Background: an optimization exercise with open tools, aiming at small area. Do not read the settings as production practice. The RTL was checked by simulation tests, not by an equivalence proof against the original design.

Setup of run 4:
## vstu_top
module vstu_top (
  input  logic                                             clk_i,
  input  logic                                             rst_ni,
  input  vstu_pkg::store_req_t                             req_i,
  input  logic                                             req_valid_i,
  output logic                                             req_ready_o,
  input  vstu_pkg::done_vec_t                              running_i,
  input  logic [4-1:0][8*8-1:0] operand_i,
  input  logic [4-1:0]                        operand_valid_i,
  output logic [4-1:0]                        operand_ready_o,
  input  vstu_pkg::burst_req_t                             burst_i,
  input  logic                                             burst_valid_i,
  output logic                                             burst_ready_o,
  output vstu_pkg::w_beat_t                                w_o,
  output logic                                             w_valid_o,
  ...
For scale: ~1200 cells after synthesis, about 420 flip-flops.
==> flow/config.mk <==
export PLATFORM = sky130hd
export DESIGN_NAME = vstu_top
export DESIGN_NICKNAME = vstu_top
export VERILOG_FILES = /design/flow/design.v
export SDC_FILE = /design/flow/constraint.sdc
export NUM_CORES = 4
export LEC_CHECK = 0
export CAP_MARGIN = 20
export CORE_MARGIN = 2
export CORE_UTILIZATION = 40
export SLEW_MARGIN = 20
==> flow/constraint.sdc <==
create_clock -name core_clock -period 8.0 [get_ports {clk_i}]
set_input_delay 1.6000 -clock core_clock [delete_from_list [all_inputs] [get_ports {clk_i}]]
set_output_delay 1.6000 -clock core_clock [all_outputs]
set_load 0.01 [all_outputs]
standard.sh (not shown) runs the stock make flow with config.mk's settings and CLKGATE_MAP_FILE= SYNTH_SCRIPT=/design/flow/synth_recipe.tcl, a recipe that flattens the netlist after the stock synthesis.
==> flow/flow/run.sh <==
#!/bin/bash
# Layout flow: the standard ORFS flow (standard.sh) with three changes:
#  - synthesis is synth_recipe.tcl unchanged except that Yosys's abc call maps the
#    combinational logic with flow/abc_area.script (area-oriented) instead of ORFS's
#    speed script; flip-flop mapping, flattening and renaming are untouched
#  - port buffers use the smallest buffer cell
#  - the clock tree uses clkbuf_8 sink clusters and no dummy loads
# Each tool's output goes to a log file in this folder.
set -euo pipefail
HERE=$(pwd)
ABC_SCRIPT=$HERE/flow/abc_area.script
source $HERE/flow/settings.sh

# ORFS synth.tcl with the abc script argument replaced
sed 's#^\(\s*\)log_cmd abc {\*}$abc_args#\1set abc_args [lreplace $abc_args 1 1 '"$ABC_SCRIPT"']\n&#' \
  $FLOW_HOME/scripts/synth.tcl > $HERE/synth_area.tcl
grep -q "lreplace \$abc_args 1 1 $ABC_SCRIPT" $HERE/synth_area.tcl
sed 's#source $::env(SCRIPTS_DIR)/synth.tcl#source '"$HERE"'/synth_area.tcl#' \
  $HERE/synth_recipe.tcl > $HERE/synth_recipe_area.tcl
grep -q "source $HERE/synth_area.tcl" $HERE/synth_recipe_area.tcl

export BUFFER_PORTS_ARGS="-buffer_cell sky130_fd_sc_hd__buf_1"
export CTS_ARGS="-sink_clustering_enable -repair_clock_nets -dont_use_dummy_load $CTS_EXTRA"
bash standard.sh SYNTH_SCRIPT=$HERE/synth_recipe_area.tcl finish > $HERE/standard.log 2>&1
==> flow/flow/abc_area.script <==
&get -n
&st
&dch
&nf -a
&put
topo
stime -c
==> flow/flow/settings.sh <==
CTS_EXTRA="-buf_list sky130_fd_sc_hd__clkbuf_16 -sink_clustering_size 30 -sink_clustering_max_diameter 60"
Relative to run 4, the following input files were edited for run 1:
# run 4
export LEC_CHECK = 0
export CAP_MARGIN = 20
export CORE_MARGIN = 2
export CORE_UTILIZATION = 40
export SLEW_MARGIN = 20
create_clock -name core_clock -period 8.0 [get_ports {clk_i}]
# run 1
export LEC_CHECK = 0
export CAP_MARGIN = 20
export CORE_MARGIN = 2
export CORE_UTILIZATION = 65
export SLEW_MARGIN = 20
create_clock -name core_clock -period 8.0 [get_ports {clk_i}]
==> flow/flow/abc_area.script <==
strash
dch -f
amap -F 8 -A 16
topo
stime -c
==> flow/flow/settings.sh <==
CTS_EXTRA="-buf_list sky130_fd_sc_hd__clkbuf_8 -sink_clustering_size 17 -sink_clustering_max_diameter 80"
==> run notes <==
Run 1 finished every step from synthesis to the final layout, and the layout passed the timing, design-rule and antenna checks.
The post-route cell area of run 1 falls short of that of run 4 by 1800 um^2.
Cmp run 4 and run 1 / final-layout non-clock buffer area share / higher: run 1
| achievable clock frequency | higher: run 4 |
Between run 1 and run 4, it is run 1 whose maximum number of pins on one net before global-route repair is higher, by 1.5%.
Diode insertion count for antenna repair: run 1 < run 4

-- separate check: timing with driven ports --
How much do the figures lean on ideal ports? The routed layouts below were timed once more, with nothing changed but the port constraints. Step 1 (the two cells are an assumption about what drives the block):
set clk [get_ports {clk_i}]
set_driving_cell -lib_cell sky130_fd_sc_hd__clkbuf_16 $clk
set_driving_cell -lib_cell sky130_fd_sc_hd__buf_2 [delete_from_list [all_inputs] $clk]
Step 2 also shifts input and output timing later by t, the mid clock arrival at the registers, as if the neighbouring blocks saw the same clock. Three values: no drivers, after step 1, after step 2; two values: the first two.
run | shift t [ns] | setup WS [ns] | worst hold slack (ns) | cell pins on the clock port's net
run 4 | 0.568 | 2.376 / 2.376 / 2.376 | 0.461 / 0.461 / 0.461 | 1
run 1 | 0.619 | 1.651 / 1.651 / 1.651 | 0.461 / 0.461 / 0.461 | 1
After both steps every run listed still meets setup and hold.
